From an optimization exercise on the open Yosys and OpenROAD flow, aimed at small area and a short achievable clock period; shortcuts taken in it are not production practice.
Where RTL was checked, it was by simulation tests only, not by an equivalence proof against the original.
No activity file was given, so power comes from the tool's default toggle rates.

== v8 ==
==> flow/design.v (excerpt) <==
module scoreboard_ctrl (
    input  logic               clk,
    input  logic               rst,
    input  sb_pkg::inst_word_t inst,
    input  logic               alu_done,
    input  logic               mem_done,
    input  logic               mul_done,
    input  logic               div_done,
    input  logic               jump_done,
    input  logic               is_jump,
    output logic               issue_en,
    output logic               alu_en,
    output logic               mem_en,
    output logic               mul_en,
    output logic               div_en,
    output logic               jump_en,
    output sb_pkg::op_code_t   disp_op,
    output sb_pkg::reg_idx_t   rs1_ctrl,
    output sb_pkg::reg_idx_t   rs2_ctrl,
    output logic               reg_write,
    output sb_pkg::fu_id_t     write_sel,
    output sb_pkg::reg_idx_t   rd_ctrl
);
    localparam int N = 5;
    logic [1:0]      state;             
    logic [N:1]      busy, done, rdy1, rdy2, wt1, wt2;
    logic [4:0]      dst  [1:N];
    logic [4:0]      src1 [1:N];
    logic [4:0]      src2 [1:N];
    logic [4:0]      op_alu;
    logic [3:0]      op_mem, op_jmp;
    logic [1:0]      op_mul, op_div;
    logic [N:1]      war [1:N];         
    logic [24:0] dst_all, src1_all, src2_all;
  ...
make LEC_CHECK=0 ABC_AREA=0 CAP_MARGIN=20 CORE_MARGIN=2 CORE_UTILIZATION=40 SETUP_SLACK_MARGIN=4 SLEW_MARGIN=20 SYNTH_HIERARCHICAL=1 finish   # period 8.5 ns
run.sh (not shown) runs the stock make flow with config.mk's settings and CLKGATE_MAP_FILE= SYNTH_SCRIPT=/design/flow/synth_recipe.tcl, a recipe that flattens the netlist after the stock synthesis.
The following lists how v33 was set up differently from v8:
Settings: ABC_AREA now 1, was 0.
--- outcome ---
v33 completed every stage of the flow, and the final layout passed the timing, design-rule and antenna checks.
Most common library cell in the layout ignoring fill and taps = sky130_fd_sc_hd__nand2_1: v33; most common library cell in the layout ignoring fill and taps = sky130_fd_sc_hd__edfxtp_1: v8
v33 vs. v8: cell count after synthesis increased by 565 relative to the old numbers, xor and xnor area share after synthesis decreased by 16 points relative to the old numbers, internal power increased by 0.12 mW relative to the old numbers, first-iteration DRC count increased by 7.9% relative to the old numbers.
No run of this note included a check of the RTL's function; only the layout flow was run.

run 1:
scoreboard_ctrl, a different RTL version from the one above (not shown whole).
For scale: ~840 cells after synthesis, about 140 flip-flops, about 8800 sq um of cells after synthesis.
==> flow/config.mk <==
export PLATFORM = sky130hd
export DESIGN_NAME = scoreboard_ctrl
export DESIGN_NICKNAME = scoreboard_ctrl
export VERILOG_FILES = /design/flow/design.v
export SDC_FILE = /design/flow/constraint.sdc
export NUM_CORES = 4
export LEC_CHECK = 0
export CAP_MARGIN = 20
export CORE_MARGIN = 2
export CORE_UTILIZATION = 40
export CTS_BUF_LIST = sky130_fd_sc_hd__clkbuf_8
export SETUP_SLACK_MARGIN = 3.7
export SLEW_MARGIN = 20
export SYNTH_HIERARCHICAL = 1
==> flow/constraint.sdc <==
create_clock -name core_clock -period 8.5 [get_ports {clk}]
set_input_delay 1.7000 -clock core_clock [delete_from_list [all_inputs] [get_ports {clk}]]
set_output_delay 1.7000 -clock core_clock [all_outputs]
set_load 0.01 [all_outputs]
standard.sh (not shown) runs the stock make flow with config.mk's settings and CLKGATE_MAP_FILE= SYNTH_SCRIPT=/design/flow/synth_recipe.tcl, a recipe that flattens the netlist after the stock synthesis.
==> flow/flow/run.sh <==
#!/bin/bash
# Layout: the standard ORFS flow, with the port buffers inserted at
# placement made of the smallest plain buffer (the resizer still sizes them up
# where timing or slew needs it). Make's full output goes to flow_make.log.
set -euo pipefail
export BUFFER_PORTS_ARGS="-buffer_cell sky130_fd_sc_hd__buf_1"
export RECOVER_POWER=100
bash standard.sh > flow_make.log 2>&1
Although it ran to completion, run 1 produced a layout that fails the final checks because of capacitance limit, slew limit.
What run 2 does differently from run 1 at the input level:
==> flow/run.sh (new file) <==
#!/bin/bash
# synth_recipe.tcl (not shown) runs the flow's synth.tcl, then flattens the netlist and writes it again
# the make line also repeats each setting of config.mk as NAME=value (left out here)
make -C /OpenROAD-flow-scripts/flow DESIGN_CONFIG=/design/flow/config.mk WORK_HOME=/design/flow/orfs CLKGATE_MAP_FILE= SYNTH_SCRIPT=/design/flow/synth_recipe.tcl finish
removed: flow/flow/run.sh
removed: flow/standard.sh
Findings:
- Cell area (run 2 / run 1): 1.10
- Portion of total power attributed to sequential cells down 3.5 points in run 2 wrt run 1
- Number of antenna repair diodes: run 1 vs run 2 identical
- Per the final summary, run 2 finished and its layout is clean on timing, DRC and antenna.
[inputs] run 3 vs run 2
==> flow/flow/run.sh (new file) <==
#!/bin/bash
# Layout: the standard ORFS flow, with the port buffers inserted at
# placement made of the smallest plain buffer (the resizer still sizes them up
# where timing or slew needs it). Make's full output goes to flow_make.log.
set -euo pipefail
export BUFFER_PORTS_ARGS="-buffer_cell sky130_fd_sc_hd__buf_1"
bash standard.sh > flow_make.log 2>&1
==> flow/standard.sh (new file) <==
#!/bin/bash
# synth_recipe.tcl (not shown) runs the flow's synth.tcl, then flattens the netlist and writes it again
# the make line also repeats each setting of config.mk as NAME=value (left out here)
make -C /OpenROAD-flow-scripts/flow DESIGN_CONFIG=/design/flow/config.mk WORK_HOME=/design/flow/orfs CLKGATE_MAP_FILE= SYNTH_SCRIPT=/design/flow/synth_recipe.tcl "${@:-finish}"
-- flow/config.mk --
<<< run 2, line 10
export CORE_UTILIZATION = 40
export CTS_BUF_LIST = sky130_fd_sc_hd__clkbuf_8
export SETUP_SLACK_MARGIN = 3.7
export SLEW_MARGIN = 20
>>> run 3, line 10
export CORE_UTILIZATION = 40
export CTS_BUF_LIST = sky130_fd_sc_hd__clkbuf_8
export CTS_CLUSTER_DIAMETER = 120
export CTS_CLUSTER_SIZE = 30
export SETUP_SLACK_MARGIN = 3.7
export SLEW_MARGIN = 20
removed: flow/run.sh
==> comparison <==
Run 3 reached the end of the flow, and the finished layout is clean on the timing, design-rule and antenna checks. ~same share of the cycle needed by the critical path after routing in run 2 and run 3. Register-to-register slack delta (run 3 − run 2): unfavourable. Compare run 2 and run 3 | sum of met3 wire segment lengths after detailed routing higher: run 3. The final worst-path setup slack in run 3 sits 0.0031 ns below the value recorded for run 2. Comparing run 2 and run 3, the higher post-layout minimum cycle time was measured on run 3. From run 2 to run 3 the numbers moved as follows: worst hold slack decreased by 0.0076 ns relative to the old numbers; synthesis-to-finish area growth decreased by 6.1 points relative to the old numbers; number of gates resized after cts decreased by 89 relative to the old numbers.
The following lists how run 4 was set up differently from run 3:
==> flow/run.sh (new file) <==
#!/bin/bash
# synth_recipe.tcl (not shown) runs the flow's synth.tcl, then flattens the netlist and writes it again
# the make line also repeats each setting of config.mk as NAME=value (left out here)
make -C /OpenROAD-flow-scripts/flow DESIGN_CONFIG=/design/flow/config.mk WORK_HOME=/design/flow/orfs CLKGATE_MAP_FILE= SYNTH_SCRIPT=/design/flow/synth_recipe.tcl finish
==> flow/config.mk <==
export PLATFORM = sky130hd
export DESIGN_NAME = scoreboard_ctrl
export DESIGN_NICKNAME = scoreboard_ctrl
export VERILOG_FILES = /design/flow/design.v
export SDC_FILE = /design/flow/constraint.sdc
export NUM_CORES = 4
export LEC_CHECK = 0
export CAP_MARGIN = 20
export CORE_MARGIN = 2
export CORE_UTILIZATION = 40
export SETUP_SLACK_MARGIN = 4
export SLEW_MARGIN = 20
export SYNTH_HIERARCHICAL = 1
removed: flow/flow/run.sh
removed: flow/standard.sh
### Flow results
met1 track demand over resource in global routing for run 4 is higher than for run 3. Leakage component of the power went up by more than 10% going from run 3 to run 4. Run 4 against run 3: power shows an increase of about 20%; area occupied by registers shows no meaningful change. Length of routed met2 wiring delta for run 4 relative to run 3: 460 um higher. Going from run 3 to run 4, sequential power grows by about 0.6%. From run 3 to run 4 the numbers moved as follows: share of the core filled with cells in the final layout grew by 4.6 points; worst hold slack shrank by 0.0037 ns; minimum clock period shrank by 0.043 ns. Relative to run 3, largest net degree at the start of global routing increased by 18% in run 4.
Setup changes, run 4 to run 5
==> flow/flow/run.sh (new file) <==
#!/bin/bash
# Layout: the standard ORFS flow, with the port buffers inserted at
# placement made of the smallest plain buffer (the resizer still sizes them up
# where timing or slew needs it). Make's full output goes to flow_make.log.
set -euo pipefail
export BUFFER_PORTS_ARGS="-buffer_cell sky130_fd_sc_hd__buf_1"
bash standard.sh > flow_make.log 2>&1
==> flow/standard.sh (new file) <==
#!/bin/bash
# synth_recipe.tcl (not shown) runs the flow's synth.tcl, then flattens the netlist and writes it again
# the make line also repeats each setting of config.mk as NAME=value (left out here)
make -C /OpenROAD-flow-scripts/flow DESIGN_CONFIG=/design/flow/config.mk WORK_HOME=/design/flow/orfs CLKGATE_MAP_FILE= SYNTH_SCRIPT=/design/flow/synth_recipe.tcl "${@:-finish}"
-- flow/config.mk --
<<< run 4, line 9
export CORE_MARGIN = 2
export CORE_UTILIZATION = 40
export SETUP_SLACK_MARGIN = 4
export SLEW_MARGIN = 20
export SYNTH_HIERARCHICAL = 1
>>> run 5, line 9
export CORE_MARGIN = 2
export CORE_UTILIZATION = 40
export CTS_BUF_LIST = sky130_fd_sc_hd__clkbuf_8
export SETUP_SLACK_MARGIN = 3.8
export SLEW_MARGIN = 20
export SYNTH_HIERARCHICAL = 1
removed: flow/run.sh
==> results.txt <==
Cell count: run 5 < run 4
Post-route fraction of the period consumed by the critical path across run 4 and run 5: no real change.
Going from run 4 to run 5, setup slack after layout increased by 0.0057 ns relative to the old numbers; number of cells on the worst reg-to-reg path decreased by 3 relative to the old numbers; combinational power decreased by about 19% relative to the old numbers.

scoreboard_ctrl again, from the RTL that the note above started with.
make LEC_CHECK=0 CAP_MARGIN=20 CORE_MARGIN=2 CORE_UTILIZATION=65 SETUP_SLACK_MARGIN=4 SLEW_MARGIN=20 SYNTH_HIERARCHICAL=1 finish   # period 8.5 ns
run.sh (not shown) runs the stock make flow with config.mk's settings and CLKGATE_MAP_FILE= SYNTH_SCRIPT=/design/flow/synth_recipe.tcl, a recipe that flattens the netlist after the stock synthesis.
Stock flow here: none of the scripts above is used.
Edit:
==> flow/flow/run.sh (new file) <==
#!/bin/bash
# Layout: the standard ORFS flow, with the port buffers inserted at
# placement made of the smallest plain buffer (the resizer still sizes them up
# where timing or slew needs it). Make's full output goes to flow_make.log.
set -euo pipefail
export BUFFER_PORTS_ARGS="-buffer_cell sky130_fd_sc_hd__buf_1"
bash standard.sh > flow_make.log 2>&1
==> flow/standard.sh (new file) <==
#!/bin/bash
# synth_recipe.tcl (not shown) runs the flow's synth.tcl, then flattens the netlist and writes it again
# the make line also repeats each setting of config.mk as NAME=value (left out here)
make -C /OpenROAD-flow-scripts/flow DESIGN_CONFIG=/design/flow/config.mk WORK_HOME=/design/flow/orfs CLKGATE_MAP_FILE= SYNTH_SCRIPT=/design/flow/synth_recipe.tcl "${@:-finish}"
Settings changed: CORE_UTILIZATION 65 to 45, CTS_BUF_LIST set to sky130_fd_sc_hd__clkbuf_8, SETUP_SLACK_MARGIN 4 to 3.9.
removed: flow/run.sh
What happened: The changed run went through all stages and came out clean. Cell area fell by 6.8%. Sequential share of layout area rose by 2.6 points. Utilization fell by 30 points. Combinational power fell by 14%.
Edit:
--- a/flow/flow/run.sh
+++ b/flow/flow/run.sh
@@ -6,2 +6,3 @@
 export BUFFER_PORTS_ARGS="-buffer_cell sky130_fd_sc_hd__buf_1"
+export RECOVER_POWER=30
 bash standard.sh > flow_make.log 2>&1
Settings changed: CORE_UTILIZATION 45 to 40, SETUP_SLACK_MARGIN 3.9 to 3.7.
Outcome: This time the run ran to the end with violations: capacitance limit, slew limit. Area after synthesis is unchanged. Final cell count is about the same. Core utilization is lower by 7.3 points. Routed wire length goes down by 2.1%. Power went down by 4.3%. Register-to-register slack degrades by 0.19 ns. Combinational power drops by 8.5%.

scoreboard_ctrl again, from the RTL that the note above started with.
==> flow/config.mk <==
export PLATFORM = sky130hd
export DESIGN_NAME = scoreboard_ctrl
export DESIGN_NICKNAME = scoreboard_ctrl
export VERILOG_FILES = /design/flow/design.v
export SDC_FILE = /design/flow/constraint.sdc
export NUM_CORES = 4
export LEC_CHECK = 0
export CAP_MARGIN = 20
export CORE_MARGIN = 2
export CORE_UTILIZATION = 40
export SETUP_SLACK_MARGIN = 3.7
export SLEW_MARGIN = 20
export SYNTH_HIERARCHICAL = 1
==> flow/constraint.sdc <==
create_clock -name core_clock -period 8.5 [get_ports {clk}]
set_input_delay 1.7000 -clock core_clock [delete_from_list [all_inputs] [get_ports {clk}]]
set_output_delay 1.7000 -clock core_clock [all_outputs]
set_load 0.01 [all_outputs]
Stock flow here: none of the scripts above is used.
Then changed:
==> flow/flow/run.sh (new file) <==
#!/bin/bash
# Layout: the standard ORFS flow, with the port buffers inserted at
# placement made of the smallest plain buffer (the resizer still sizes them up
# where timing or slew needs it). Make's full output goes to flow_make.log.
set -euo pipefail
export BUFFER_PORTS_ARGS="-buffer_cell sky130_fd_sc_hd__buf_1"
bash standard.sh > flow_make.log 2>&1
==> flow/standard.sh (new file) <==
#!/bin/bash
# synth_recipe.tcl (not shown) runs the flow's synth.tcl, then flattens the netlist and writes it again
# the make line also repeats each setting of config.mk as NAME=value (left out here)
make -C /OpenROAD-flow-scripts/flow DESIGN_CONFIG=/design/flow/config.mk WORK_HOME=/design/flow/orfs CLKGATE_MAP_FILE= SYNTH_SCRIPT=/design/flow/synth_recipe.tcl "${@:-finish}"
CTS_BUF_LIST = sky130_fd_sc_hd__clkbuf_8   (was unset)
SETUP_SLACK_MARGIN = 3.4   (was 3.7)
removed: flow/run.sh
Outcome:
- setup slack is worse by 170 ps
- power came out lower by 9.7%
- area after synthesis is unchanged
Then changed:
CORE_UTILIZATION = 55   (was 40)
SETUP_SLACK_MARGIN = 3.7   (was 3.4)
Effect: The changed run produced a clean layout. Total power is lower by a few percent. Global-route usage is higher by 10 points. Routed wire length is higher by a few percent. Core utilization is higher by 18 points. Non-clock buffer count is higher by 11. Area after synthesis does not change. First-iteration DRC count is higher by a few percent. Worst setup slack gets better by 150 ps. Register-to-register slack gets better by 360 ps. Clock skew stays flat.
Then changed:
CORE_UTILIZATION = 40   (was 55)
CTS_BUF_LIST = sky130_fd_sc_hd__clkbuf_4 sky130_fd_sc_hd__clkbuf_8   (was sky130_fd_sc_hd__clkbuf_8)
CTS_CLUSTER_DIAMETER = 80   (was unset)
CTS_CLUSTER_SIZE = 25   (was unset)
After rerunning: First-iteration DRC count went up by 1.5%; area after synthesis is unchanged; global-route usage went down by 9.6 points; routed wire length went down by 1.4%; final cell count went up by 5.2%; synthesized cell count is unchanged; critical path depth is unchanged; register-to-register slack gets worse by 50 ps; design area went up by 0.33%.

Starting RTL as in the previous note.
Settings: LEC_CHECK=0, CAP_MARGIN=20, CORE_MARGIN=2, CORE_UTILIZATION=35, CTS_BUF_LIST=sky130_fd_sc_hd__clkbuf_8, SETUP_SLACK_MARGIN=3.7, SLEW_MARGIN=20, SYNTH_HIERARCHICAL=1; clock period 8.5 ns.
standard.sh (not shown) runs the stock make flow with config.mk's settings and CLKGATE_MAP_FILE= SYNTH_SCRIPT=/design/flow/synth_recipe.tcl, a recipe that flattens the netlist after the stock synthesis.
==> flow/flow/run.sh <==
#!/bin/bash
# Layout: the standard ORFS flow, with the port buffers inserted at
# placement made of the smallest plain buffer (the resizer still sizes them up
# where timing or slew needs it). Make's full output goes to flow_make.log.
set -euo pipefail
export BUFFER_PORTS_ARGS="-buffer_cell sky130_fd_sc_hd__buf_1"
bash standard.sh > flow_make.log 2>&1
The first run finished clean.
Edit:
Settings changed: CORE_UTILIZATION 35 to 40.
Outcome:
- The changed run passed the timing, design-rule and antenna checks
- wire length went down by 0.98%
- core utilization went up by 5.3 points
- non-clock buffer count went down by 2

## garnet
scoreboard_ctrl, a different RTL version from the one above (not shown whole).
Size: ~1,000 cells after synthesis, roughly 140 flip-flops, ~70 I/O pins, ~9600 µm² of cells after synthesis.
make LEC_CHECK=0 CAP_MARGIN=20 CORE_MARGIN=2 CORE_UTILIZATION=40 SETUP_SLACK_MARGIN=4 SLEW_MARGIN=20 finish   # period 8.5 ns
run.sh (not shown) runs the stock make flow with config.mk's settings and CLKGATE_MAP_FILE= SYNTH_SCRIPT=/design/flow/synth_recipe.tcl, a recipe that flattens the netlist after the stock synthesis.
Stock flow here: none of the scripts above is used.
garnet has completed all stages; timing, DRC and antenna checks passed.
Modified inputs, amber compared to garnet
Settings: a change of SETUP_SLACK_MARGIN from 4 to 5.
--- outcome ---
Taking garnet as the reference, in amber total non-filler cell area in the finished layout went up, number of antenna violations at the first check in global routing went down, total power went up, fraction of standard cell area in multi-input logic went down, leakage component of the power went up. Between amber and garnet, the met1 routing resource usage after global routing is higher for amber. Commonest non-fill, non-tap cell in the layout = sky130_fd_sc_hd__nand2_1: garnet; commonest non-fill, non-tap cell in the layout = sky130_fd_sc_hd__buf_4: amber. Going from garnet to amber, the portion of the clock cycle consumed by the worst path in the final layout was found to have gone up by 0.84 points.

separate check: timing with driven ports:
The results above use ideal ports. As a check the final layouts listed here were re-extracted and re-timed, cells and wires unchanged. Step 1 assumes that a clkbuf_16 drives the clock port and a buf_2 every other input. Step 2 also shifts input and output timing later by t, the mid clock arrival at the registers, as if the neighbouring blocks saw the same clock. a / b / c = no drivers / after step 1 / after step 2; a / b = the first two.
run	t, ns	setup WS [ns]	worst setup path after step 2
v8	0.474	3.521 / 3.497 / 3.247	input to register
v33	0.473	3.874 / 3.854 / 3.710	input to register
run 1	0.498	1.788 / 1.808 / 1.310	input to register
run 2	0.514	3.623 / 3.591 / 3.239	input to register
run 3	0.501	3.620 / 3.581 / 3.302	input to register
run 4	0.483	3.663 / 3.629 / 3.629	input to output
run 5	0.506	3.669 / 3.644 / 3.371	input to register
the first run of note 3	0.470	3.454 / 3.432 / 3.432	input to output
the second run of note 3	0.499	3.697 / 3.657 / 3.530	input to register
the third run of note 3	0.498	3.413 / 3.370 / 3.300	input to register
the first run of note 4	0.469	3.648 / 3.626 / 3.391	input to register
the second run of note 4	0.497	3.476 / 3.436 / 3.283	input to register
the third run of note 4	0.488	3.622 / 3.588 / 3.463	input to register
the fourth run of note 4	0.501	3.620 / 3.581 / 3.302	input to register
the first run of note 5	0.500	3.642 / 3.609 / 3.487	input to register
the second run of note 5	0.501	3.620 / 3.581 / 3.302	input to register
garnet	0.475	3.053 / 3.013 / 3.013	input to output
amber	0.478	2.982 / 2.948 / 2.910	input to register
For run 1, which loses most, drivers alone change the setup slack by +0.020 ns; drivers and shift together by -0.478 ns.
